Context: an optimization exercise on an open-source flow, tuned for small area. The choices shown serve that exercise and are no tape-out recipe.
Only simulation tests tie the RTL to the original design; equivalence was not proved.
No activity file was given, so power comes from the tool's default toggle rates.

File: flow/run.sh
#!/bin/bash
# synth_recipe.tcl (not shown) runs the flow's synth.tcl, then flattens the netlist and writes it again
# the make line also repeats each setting of config.mk as NAME=value (left out here)
make -C /OpenROAD-flow-scripts/flow DESIGN_CONFIG=/design/flow/config.mk WORK_HOME=/design/flow/orfs CLKGATE_MAP_FILE= SYNTH_SCRIPT=/design/flow/synth_recipe.tcl finish
File: flow/constraint.sdc
create_clock -name core_clock -period 5.0 [get_ports {clk}]
set_input_delay 1.0000 -clock core_clock [delete_from_list [all_inputs] [get_ports {clk}]]
set_output_delay 1.0000 -clock core_clock [all_outputs]
set_load 0.01 [all_outputs]
File: flow/config.mk
export PLATFORM = sky130hd
export DESIGN_NAME = ll_mngr
export DESIGN_NICKNAME = ll_mngr
export VERILOG_FILES = /design/flow/design.v
export SDC_FILE = /design/flow/constraint.sdc
export NUM_CORES = 4
export LEC_CHECK = 0
export CAP_MARGIN = 20
export CORE_MARGIN = 2
export CORE_UTILIZATION = 45
export PLACE_DENSITY = 0.6
export SLEW_MARGIN = 20
File: flow/design.v
`default_nettype none
package ll_pkg;
  localparam int NUM_LISTS  = 8;
  localparam int NUM_NODES  = 32;
  localparam int DATA_WIDTH = 16;
  localparam int LIST_W = (NUM_LISTS > 1) ? $clog2(NUM_LISTS) : 1;
  localparam int PTR_W  = (NUM_NODES > 1) ? $clog2(NUM_NODES) : 1;
  localparam int CNT_W  = $clog2(NUM_NODES + 1);
  typedef enum logic [2:0] {
    op_add_head,
    op_add_tail,
    op_del_head,
    op_read_pos,
    op_read_count,
    op_read_total
  } ll_op_e;
  typedef enum logic [1:0] {
    st_ok,
    st_empty,
    st_full,
    st_bad_pos
  } ll_status_e;
  typedef enum logic [2:0] {
    s_idle,
    s_check,
    s_alloc,
    s_walk,
    s_link,
    s_release,
    s_resp
  } ll_state_e;
endpackage
`default_nettype wire
`timescale 1ns/1ps
`default_nettype none
import ll_pkg::*;
module ll_node_mem #(
  parameter int NUM_NODES  = ll_pkg::NUM_NODES,
  parameter int DATA_WIDTH = ll_pkg::DATA_WIDTH
) (
  input  logic                  clk,
  input  logic                  wr_en,
  input  logic                  wr_link_only,
  input  logic [PTR_W-1:0]      wr_addr,
  input  logic [PTR_W-1:0]      wr_next,
  input  logic [DATA_WIDTH-1:0] wr_data,
  input  logic                  rd_en,
  input  logic [PTR_W-1:0]      rd_addr,
  output logic [PTR_W-1:0]      rd_next,
  output logic [DATA_WIDTH-1:0] rd_data
);
  logic [DATA_WIDTH-1:0] data_mem [NUM_NODES];
  logic [PTR_W-1:0]      next_mem [NUM_NODES];
  always_ff @(posedge clk) begin
    if (wr_en) begin
      next_mem[wr_addr] <= wr_next;
      if (!wr_link_only) begin
        data_mem[wr_addr] <= wr_data;
      end
    end
    if (rd_en) begin
      rd_next <= next_mem[rd_addr];
      rd_data <= data_mem[rd_addr];
    end
  end
endmodule
`default_nettype wire
`timescale 1ns/1ps
`default_nettype none
import ll_pkg::*;
module ll_free_list #(
  parameter int NUM_NODES = ll_pkg::NUM_NODES
) (
  input  logic             clk,
  input  logic             reset_n,
  input  logic             alloc,
  input  logic             release_en,
  input  logic [PTR_W-1:0] release_ptr,
  output logic [PTR_W-1:0] free_ptr,
  output logic             free_empty
);
  logic [PTR_W-1:0] free_q [NUM_NODES];
  logic [PTR_W-1:0] rd_idx;
  logic [PTR_W-1:0] wr_idx;
  logic [CNT_W-1:0] occupancy;
  function automatic logic [PTR_W-1:0] next_idx(input logic [PTR_W-1:0] idx);
    if (idx == PTR_W'(NUM_NODES - 1)) begin
      next_idx = '0;
    end else begin
      next_idx = idx + PTR_W'(1);
    end
  endfunction
  assign free_ptr   = free_q[rd_idx];
  assign free_empty = (occupancy == '0);
  always_ff @(posedge clk) begin
    if (!reset_n) begin
      for (int i = 0; i < NUM_NODES; i++) begin
        free_q[i] <= PTR_W'(i);
      end
      rd_idx    <= '0;
      wr_idx    <= '0;
      occupancy <= CNT_W'(NUM_NODES);
    end else begin
      if (alloc && !free_empty) begin
        rd_idx <= next_idx(rd_idx);
      end
      if (release_en) begin
        free_q[wr_idx] <= release_ptr;
        wr_idx         <= next_idx(wr_idx);
      end
      if (release_en && !(alloc && !free_empty)) begin
        occupancy <= occupancy + CNT_W'(1);
      end else if (!release_en && alloc && !free_empty) begin
        occupancy <= occupancy - CNT_W'(1);
      end
    end
  end
endmodule
`default_nettype wire
`timescale 1ns/1ps
`default_nettype none
import ll_pkg::*;
module ll_walker #(
  parameter int DATA_WIDTH = ll_pkg::DATA_WIDTH
) (
  input  logic                  clk,
  input  logic                  reset_n,
  input  logic                  walk_start,
  input  logic [PTR_W-1:0]      walk_ptr,
  input  logic [CNT_W-1:0]      walk_steps,
  input  logic [PTR_W-1:0]      rd_next,
  input  logic [DATA_WIDTH-1:0] rd_data,
  output logic                  rd_en,
  output logic [PTR_W-1:0]      rd_addr,
  output logic                  walk_done,
  output logic [PTR_W-1:0]      found_ptr,
  output logic [PTR_W-1:0]      found_next,
  output logic [DATA_WIDTH-1:0] found_data
);
  logic             issue_first;
  logic             rd_pending;
  logic [PTR_W-1:0] cur_ptr;
  logic [CNT_W-1:0] steps_left;
  logic             more_steps;
  assign more_steps = rd_pending & (steps_left != '0);
  assign rd_en      = issue_first | more_steps;
  assign rd_addr    = issue_first ? cur_ptr : rd_next;
  assign walk_done  = rd_pending & (steps_left == '0);
  assign found_ptr  = cur_ptr;
  assign found_next = rd_next;
  assign found_data = rd_data;
  always_ff @(posedge clk) begin
    if (!reset_n) begin
      issue_first <= 1'b0;
      rd_pending  <= 1'b0;
    end else begin
      issue_first <= walk_start;
      rd_pending  <= rd_en;
    end
  end
  always_ff @(posedge clk) begin
    if (walk_start) begin
      cur_ptr    <= walk_ptr;
      steps_left <= walk_steps;
    end else if (more_steps) begin
      cur_ptr    <= rd_next;
      steps_left <= steps_left - CNT_W'(1);
    end
  end
endmodule
`default_nettype wire
`timescale 1ns/1ps
`default_nettype none
import ll_pkg::*;
module ll_ctrl_fsm #(
  parameter int NUM_LISTS  = ll_pkg::NUM_LISTS,
  parameter int DATA_WIDTH = ll_pkg::DATA_WIDTH
) (
  input  logic                  clk,
  input  logic                  reset_n,
  input  logic                  cmd_valid,
  input  ll_pkg::ll_op_e                cmd_op,
  input  logic [LIST_W-1:0]     cmd_list,
  input  logic [CNT_W-1:0]      cmd_pos,
  input  logic [DATA_WIDTH-1:0] cmd_data,
  output logic                  idle,
  output logic                  resp_valid,
  output ll_pkg::ll_status_e            resp_status,
  output logic [DATA_WIDTH-1:0] resp_data,
  input  logic [PTR_W-1:0]      free_ptr,
  input  logic                  free_empty,
  output logic                  alloc,
  output logic                  release_en,
  output logic [PTR_W-1:0]      release_ptr,
  output logic                  walk_start,
  output logic [PTR_W-1:0]      walk_ptr,
  output logic [CNT_W-1:0]      walk_steps,
  input  logic                  walk_done,
  input  logic [PTR_W-1:0]      found_ptr,
  input  logic [PTR_W-1:0]      found_next,
  input  logic [DATA_WIDTH-1:0] found_data,
  output logic                  wr_en,
  output logic                  wr_link_only,
  output logic [PTR_W-1:0]      wr_addr,
  output logic [PTR_W-1:0]      wr_next,
  output logic [DATA_WIDTH-1:0] wr_data
);
  ll_pkg::ll_state_e             state;
  ll_pkg::ll_state_e             state_nxt;
  ll_pkg::ll_op_e                op_q;
  logic [LIST_W-1:0]     list_q;
  logic [CNT_W-1:0]      pos_q;
  logic [DATA_WIDTH-1:0] data_q;
  logic [PTR_W-1:0]      head_tbl [NUM_LISTS];
  logic [CNT_W-1:0]      count_tbl [NUM_LISTS];
  logic [CNT_W-1:0]      total;
  logic [CNT_W-1:0]      cnt_cur;
  logic [PTR_W-1:0]      new_ptr_q;
  ll_pkg::ll_status_e            status_q;
  logic [DATA_WIDTH-1:0] result_q;
  assign cnt_cur = count_tbl[list_q];
  assign idle = (state == s_idle) & ~resp_valid;
  always_comb begin
    state_nxt    = state;
    alloc        = 1'b0;
    release_en   = 1'b0;
    release_ptr  = found_ptr;
    walk_start   = 1'b0;
    walk_ptr     = head_tbl[list_q];
    walk_steps   = pos_q;
    wr_en        = 1'b0;
    wr_link_only = 1'b0;
    wr_addr      = free_ptr;
    wr_next      = head_tbl[list_q];
    wr_data      = data_q;
    case (state)
      s_idle: begin
        if (cmd_valid) begin
          state_nxt = s_check;
        end
      end
      s_check: begin
        state_nxt = s_resp;
        case (op_q)
          op_add_head, op_add_tail: begin
            if (!free_empty) begin
              state_nxt = s_alloc;
            end
          end
          op_del_head: begin
            if (cnt_cur != '0) begin
              walk_start = 1'b1;
              walk_steps = '0;
              state_nxt  = s_walk;
            end
          end
          op_read_pos: begin
            if (cnt_cur != '0 && pos_q < cnt_cur) begin
              walk_start = 1'b1;
              state_nxt  = s_walk;
            end
          end
          default: begin
            state_nxt = s_resp;
          end
        endcase
      end
      s_alloc: begin
        alloc     = 1'b1;
        wr_en     = 1'b1;
        state_nxt = s_resp;
        if (op_q == op_add_tail && cnt_cur != '0) begin
          walk_start = 1'b1;
          walk_steps = cnt_cur - CNT_W'(1);
          state_nxt  = s_walk;
        end
      end
      s_walk: begin
        if (walk_done) begin
          case (op_q)
            op_del_head: state_nxt = s_release;
            op_add_tail: state_nxt = s_link;
            default:     state_nxt = s_resp;
          endcase
        end
      end
      s_link: begin
        wr_en        = 1'b1;
        wr_link_only = 1'b1;
        wr_addr      = found_ptr;
        wr_next      = new_ptr_q;
        state_nxt    = s_resp;
      end
      s_release: begin
        release_en = 1'b1;
        state_nxt  = s_idle;
      end
      s_resp: begin
        state_nxt = s_idle;
      end
      default: begin
        state_nxt = s_idle;
      end
    endcase
  end
  always_ff @(posedge clk) begin
    if (!reset_n) begin
      state      <= s_idle;
      resp_valid <= 1'b0;
      total      <= '0;
      for (int i = 0; i < NUM_LISTS; i++) begin
        count_tbl[i] <= '0;
      end
    end else begin
      state      <= state_nxt;
      resp_valid <= (state == s_resp) | (state == s_release);
      if ((state == s_alloc && (op_q == op_add_head || cnt_cur == '0)) ||
          state == s_link) begin
        count_tbl[list_q] <= cnt_cur + CNT_W'(1);
        total             <= total + CNT_W'(1);
      end else if (state == s_release) begin
        count_tbl[list_q] <= cnt_cur - CNT_W'(1);
        total             <= total - CNT_W'(1);
      end
    end
  end
  always_ff @(posedge clk) begin
    case (state)
      s_idle: begin
        if (cmd_valid) begin
          op_q   <= cmd_op;
          list_q <= cmd_list;
          pos_q  <= cmd_pos;
          data_q <= cmd_data;
        end
      end
      s_check: begin
        status_q <= st_ok;
        result_q <= '0;
        case (op_q)
          op_add_head, op_add_tail: begin
            if (free_empty) status_q <= st_full;
          end
          op_del_head: begin
            if (cnt_cur == '0) status_q <= st_empty;
          end
          op_read_pos: begin
            if (cnt_cur == '0) status_q <= st_empty;
            else if (pos_q >= cnt_cur) status_q <= st_bad_pos;
          end
          op_read_count: result_q <= DATA_WIDTH'(cnt_cur);
          op_read_total: result_q <= DATA_WIDTH'(total);
          default: status_q <= st_ok;
        endcase
      end
      s_alloc: begin
        new_ptr_q <= free_ptr;
        if (op_q == op_add_head || cnt_cur == '0) begin
          head_tbl[list_q] <= free_ptr;
        end
      end
      s_walk: begin
        if (walk_done && op_q == op_read_pos) result_q <= found_data;
      end
      s_release: begin
        head_tbl[list_q] <= found_next;
        resp_status      <= st_ok;
        resp_data        <= found_data;
      end
      s_resp: begin
        resp_status <= status_q;
        resp_data   <= result_q;
      end
      default: begin
        result_q <= result_q;
      end
    endcase
  end
endmodule
`default_nettype wire
`timescale 1ns/1ps
`default_nettype none
import ll_pkg::*;
module ll_mngr_top #(
  parameter int NUM_LISTS  = ll_pkg::NUM_LISTS,
  parameter int NUM_NODES  = ll_pkg::NUM_NODES,
  parameter int DATA_WIDTH = ll_pkg::DATA_WIDTH
) (
  input  logic                  clk,
  input  logic                  reset_n,
  input  logic                  cmd_valid,
  input  ll_pkg::ll_op_e                cmd_op,
  input  logic [LIST_W-1:0]     cmd_list,
  input  logic [CNT_W-1:0]      cmd_pos,
  input  logic [DATA_WIDTH-1:0] cmd_data,
  output logic                  idle,
  output logic                  resp_valid,
  output ll_pkg::ll_status_e            resp_status,
  output logic [DATA_WIDTH-1:0] resp_data
);
  logic                  alloc;
  logic                  release_en;
  logic [PTR_W-1:0]      release_ptr;
  logic [PTR_W-1:0]      free_ptr;
  logic                  free_empty;
  logic                  walk_start;
  logic [PTR_W-1:0]      walk_ptr;
  logic [CNT_W-1:0]      walk_steps;
  logic                  walk_done;
  logic [PTR_W-1:0]      found_ptr;
  logic [PTR_W-1:0]      found_next;
  logic [DATA_WIDTH-1:0] found_data;
  logic                  wr_en;
  logic                  wr_link_only;
  logic [PTR_W-1:0]      wr_addr;
  logic [PTR_W-1:0]      wr_next;
  logic [DATA_WIDTH-1:0] wr_data;
  logic                  rd_en;
  logic [PTR_W-1:0]      rd_addr;
  logic [PTR_W-1:0]      rd_next;
  logic [DATA_WIDTH-1:0] rd_data;
  ll_ctrl_fsm #(
    .NUM_LISTS  (NUM_LISTS),
    .DATA_WIDTH (DATA_WIDTH)
  ) u_ctrl_fsm (
    .clk, .reset_n,
    .cmd_valid, .cmd_op, .cmd_list, .cmd_pos, .cmd_data,
    .idle, .resp_valid, .resp_status, .resp_data,
    .free_ptr, .free_empty, .alloc, .release_en, .release_ptr,
    .walk_start, .walk_ptr, .walk_steps,
    .walk_done, .found_ptr, .found_next, .found_data,
    .wr_en, .wr_link_only, .wr_addr, .wr_next, .wr_data
  );
  ll_free_list #(
    .NUM_NODES (NUM_NODES)
  ) u_free_list (
    .clk, .reset_n, .alloc, .release_en, .release_ptr, .free_ptr, .free_empty
  );
  ll_walker #(
    .DATA_WIDTH (DATA_WIDTH)
  ) u_walker (
    .clk, .reset_n, .walk_start, .walk_ptr, .walk_steps, .rd_next, .rd_data,
    .rd_en, .rd_addr, .walk_done, .found_ptr, .found_next, .found_data
  );
  ll_node_mem #(
    .NUM_NODES  (NUM_NODES),
    .DATA_WIDTH (DATA_WIDTH)
  ) u_node_mem (
    .clk, .wr_en, .wr_link_only, .wr_addr, .wr_next, .wr_data,
    .rd_en, .rd_addr, .rd_next, .rd_data
  );
endmodule
`default_nettype wire
`timescale 1ns/1ps
`default_nettype none
module ll_mngr (
  input  logic        clk,
  input  logic        reset_n,
  input  logic        cmd_valid,
  input  logic [2:0]  cmd_op,
  input  logic [2:0]  cmd_list,
  input  logic [5:0]  cmd_pos,
  input  logic [15:0] cmd_data,
  output logic        idle,
  output logic        resp_valid,
  output logic [1:0]  resp_status,
  output logic [15:0] resp_data
);
  ll_pkg::ll_status_e status;
  ll_mngr_top #(
    .NUM_LISTS  (ll_pkg::NUM_LISTS),
    .NUM_NODES  (ll_pkg::NUM_NODES),
    .DATA_WIDTH (ll_pkg::DATA_WIDTH)
  ) u_top (
    .clk, .reset_n, .cmd_valid,
    .cmd_op      (ll_pkg::ll_op_e'(cmd_op)),
    .cmd_list, .cmd_pos, .cmd_data,
    .idle, .resp_valid,
    .resp_status (status),
    .resp_data
  );
  assign resp_status = status;
endmodule
`default_nettype wire
==> results.txt <==
cell area after technology mapping 43700 µm²; clock power share 32.2%; type of origin of the critical path flip-flop; first-pass GRT wire length 156 mm; share of total power in sequential cells 46.0%; Top Ports 51; P&R area growth vs syn 13.5%; detail-routed via count per cell 5.76; relative slew slack 26.4%; final layout net count 2800; Worst Setup Path Type flip-flop to flip-flop; critical-path maximum fanout 15; post-synthesis share of cell area spent on and, or, nand and nor gates 9.14%; Synthesized Nets 2689; final estimated routing congestion in global placement 0.860; maximum buffer depth of the clock tree 3; most used flip-flop cell after synthesis sky130_fd_sc_hd__edfxtp_1; number of warnings printed during yosys synthesis 4; minimum clock period 4.05 ns; final cell count without fillers 4105; number of fill cells in the layout 7960; Leak 15.8 nW; clk root buf sky130_fd_sc_hd__clkbuf_16; commonest cells in the synthesized netlist sky130_fd_sc_hd__edfxtp_1 (1021), sky130_fd_sc_hd__nand2_1 (330), sky130_fd_sc_hd__mux4_2 (229), sky130_fd_sc_hd__nor2_1 (206), sky130_fd_sc_hd__nand3_1 (133); remaining antenna violation count after routing 0; Pint 17.3 mW; worst hold path class flip-flop to flip-flop; data required time at the worst endpoint 5.61 ns; Post-Syn Area per Cell 16.6 µm²; share of layout cells above drive strength 1 20.0%; cells along the critical path buf_4 > mux4_2 > mux2_2 > nor3_4 > nand2_2 > a21oi_1 > nor2_1 > ha_1 > a21o_1 > a21oi_1 > o21bai_1 > a21oi_1 > mux2i_1 > a31oi_1 > mux2i_1; combined area of the multi-input logic cells 11600 µm²; power after layout 24.5 mW; number of max-slew violations in the final report 0; final hold viol count 0; worst skew pair latency 0.70 ns; initial antenna violation count 2; clock transition time at the flip-flop clock pins of the worst setup and hold paths 0.06 ns; area share of fa/ha/maj cells after synthesis 0.808%; DIE AREA 99600 µm²; Maximum Capacitance Violations 0; iteration-0 DRC count of the detailed router 2416; CTS tree yes; fraction of the mapped netlist area in compound gates 2.32%; htree depth 3; die width 316 µm; Clock Sink Count 1057; register bit total from synthesis 1057; actual transition at the worst max-transition pin 1.10 ns; unrepaired setup endpoints after global routing false; Sw Share 29.4%; leading cell types by total area after synthesis sky130_fd_sc_hd__edfxtp_1 (70%), sky130_fd_sc_hd__mux4_2 (12%), sky130_fd_sc_hd__nand2_1 (2.8%); most frequent CP cell sky130_fd_sc_hd__a21oi_1; DRT Wirelength 104 mm; number of placed cells counting well taps 3909; portion of the post-synthesis area used by sequential elements 71.8%; most frequent cell after synthesis sky130_fd_sc_hd__edfxtp_1; Post-CTS Hold Fix Bufs 0; placeable core region 96400 µm²; maximum number of pins on one net before global-route repair 83; Post-Synthesis Cells 2631; count of TritonRoute iterations in the first routing pass 6; most area-hungry cell type in the Yosys netlist sky130_fd_sc_hd__edfxtp_1; area share of xor/xnor cells in the synthesized design 0.461%; data arrival time of the worst path 4.67 ns; IR Drop Worst-Case VDD 0.339 mV; area used by sequential logic in the layout 31400 µm²; Final setup viols 0; crit path max-delay cell type sky130_fd_sc_hd__mux4_2; combinational family with the most area after synthesis multiplexers; share of total power in combinational logic 21.8%; # Post-CTS Setup Buffers 0; CP endpoint kind flip-flop; number of rows in the core area 114; final critical-path share of the clock period 81.1%; Post-synth EDFFs 1021; final standard cell area without fillers 49600 µm²; Setup Total Neg Slack 0 ns; total DRC errors in the routed layout 0; FMAX 247 MHz; post-DR wirelength/cell 25.3 µm; outcome complete, no violations; via total after detailed routing 23600; effective utilization at floorplan 45.3%; count of input and output buffers 50; Max stage delay on crit path 0.54 ns; Switching Power 7.19 mW; vertical die dimension 316 µm; Pwr per Cell Area 494 nW/µm²; via count of the first global-routing pass 24400; portion of netlist area occupied by mux cells 13.6%; Max Clock Skew 0.0346 ns; HPWL reported at the end of detailed placement 67.0 mm; fraction of registers with async set/reset 0%; overflow left after global routing 0; cell area reported after detailed placement 46100 µm²; total CTS buffers 106; post-CTS resize count 0; GRT Total Usage 21.0%; count of distinct cell types in the synthesized netlist 73; Synth top area share 70.2%
[critical path, delay by kind of cell, from the launching register on]
family	cells	cell delay (ns)
muxes	4	1.19
AOI/OAI and AO/OA	6	1.10
and+or+nand+nor	3	0.56
DFF	1	0.50
buffers and inverters	1	0.31
adders and majority gates	1	0.30
[state kept, by name, summed over array words and instances (netlist names), 6 cells and up, named ones only]
signal,count
u_top.u_ctrl_fsm.resp_data,16
u_top.u_ctrl_fsm.data_q,16
u_top.u_node_mem.next_mem,160
u_top.u_ctrl_fsm.result_q,16
u_top.u_free_list.free_q,160
u_top.u_ctrl_fsm.head_tbl,40
u_top.u_ctrl_fsm.count_tbl,48
u_top.u_walker.steps_left,6
u_top.u_node_mem.data_mem,512
u_top.u_free_list.occupancy,6
u_top.u_node_mem.rd_data,16
u_top.u_ctrl_fsm.total,6
u_top.u_ctrl_fsm.pos_q,6
[logic make-up (layout without fill, tap and decap cells)]
| logic type | after synthesis | in the layout |
|---|---|---|
| compound gates | 161 | 161 |
| xor+xnor | 23 | 23 |
| fa+ha+maj | 27 | 27 |
| buf+inv | 181 | 378 |
| flops | 1057 | 1057 |
| mux | 299 | 299 |
| other cells | 0 | 1 |
| simple gates | 883 | 883 |
[power groups by stage]
stage | Combinational (mW) | Sequential (mW) | Clock, mW
2_1_floorplan | 3.26 | 11.4 | 0
3_3_place_gp | 5.31 | 11.4 | 0
3_5_place_dp | 5.39 | 11.4 | 0
4_1_cts | 5.41 | 11.3 | 8.02
5_1_grt | 5.80 | 11.3 | 8.33
6_report | 5.34 | 11.3 | 7.88
[per-stage QoR]
stage               hold slack (ns)  worst slack, ns  util [%]
detailed placement            0.481            0.925      47.8
global placement              0.463            0.935      47.8
floorplan                     0.443             1.46         -
global route                  0.535            0.512      51.4
finish                        0.491            0.946      51.4
CTS                           0.489            0.891      51.4
[path summary, 6_finish.rpt]
check,to,start,cells past startpoint,slack (ns)
max,u_top.u_ctrl_fsm.total[5],flip-flop,15,0.95
min,u_top.u_ctrl_fsm.total[5],u_top.u_ctrl_fsm.total[5],2,0.49
max reg2reg,u_top.u_ctrl_fsm.total[5],flip-flop,15,0.95
min reg2reg,u_top.u_ctrl_fsm.total[5],u_top.u_ctrl_fsm.total[5],2,0.49
[layout make-up]
type / instances / area share (%)
multi-input cells: 1393 / 23.4
clock inverters: 60 / 1.31
flip-flops and latches: 1057 / 63.3
inverters: 26 / 0.197
repair buffers: 158 / 2.85
clock buffers: 134 / 5.71
diodes: 1 / 0.00505
well taps: 1276 / 3.22
[cells in the final DEF, fill, tap and decap left out, drive strengths merged, types with 18 or more instances in the layout]
cell / synthesis / layout
edfxtp: 1021 / 1021
nand2: 336 / 336
mux4: 230 / 230
nor2: 206 / 206
clkbuf: 101 / 134
nand3: 133 / 133
buf: 54 / 109
o21ai: 80 / 80
nor3: 51 / 51
clkdlybuf4s50: 0 / 49
and2: 46 / 46
clkinv: 3 / 45
mux2: 44 / 44
dfxtp: 36 / 36
or3: 31 / 31
nand2b: 26 / 26
ha: 25 / 25
inv: 23 / 25
mux2i: 25 / 25
nor2b: 21 / 21
a21oi: 21 / 21
xnor2: 18 / 18
[routing by layer]
layer | routed length [µm] | track usage [%] | share of wire, %
met4 | 2330 | 5.32 | 2.2
met2 | 52300 | 35.2 | 50
met5 | 13 | 0 | 0.013
met1 | 43200 | 28.7 | 42
met3 | 6140 | 3.65 | 5.9

-- what the ideal ports hide --
In the flow no input, the clock included, has a driving cell. The finished layout below was timed again as built, in two steps.
Step 1 (the two cells are an assumption about what drives the block):
set clk [get_ports {clk}]
set_driving_cell -lib_cell sky130_fd_sc_hd__clkbuf_16 $clk
set_driving_cell -lib_cell sky130_fd_sc_hd__buf_2 [delete_from_list [all_inputs] $clk]
Step 2 times the ports against the registers' clock, not the clock port: input delays grow and output delays shrink by t, the midpoint of the rising clock arrivals with the driver on.
Three values: ideal, step 1, step 2; two values: the first two.
t (ns): 0.751
setup WS [ns]: 0.946 / 0.946 / 0.946
worst hold slack (ns): 0.491 / 0.491 / 0.491
clock arrival spread, ns: 0.041 / 0.042
After both steps this run still meets setup and hold. For this run, drivers alone change the setup slack by 0.000 ns; drivers and shift together by 0.000 ns.
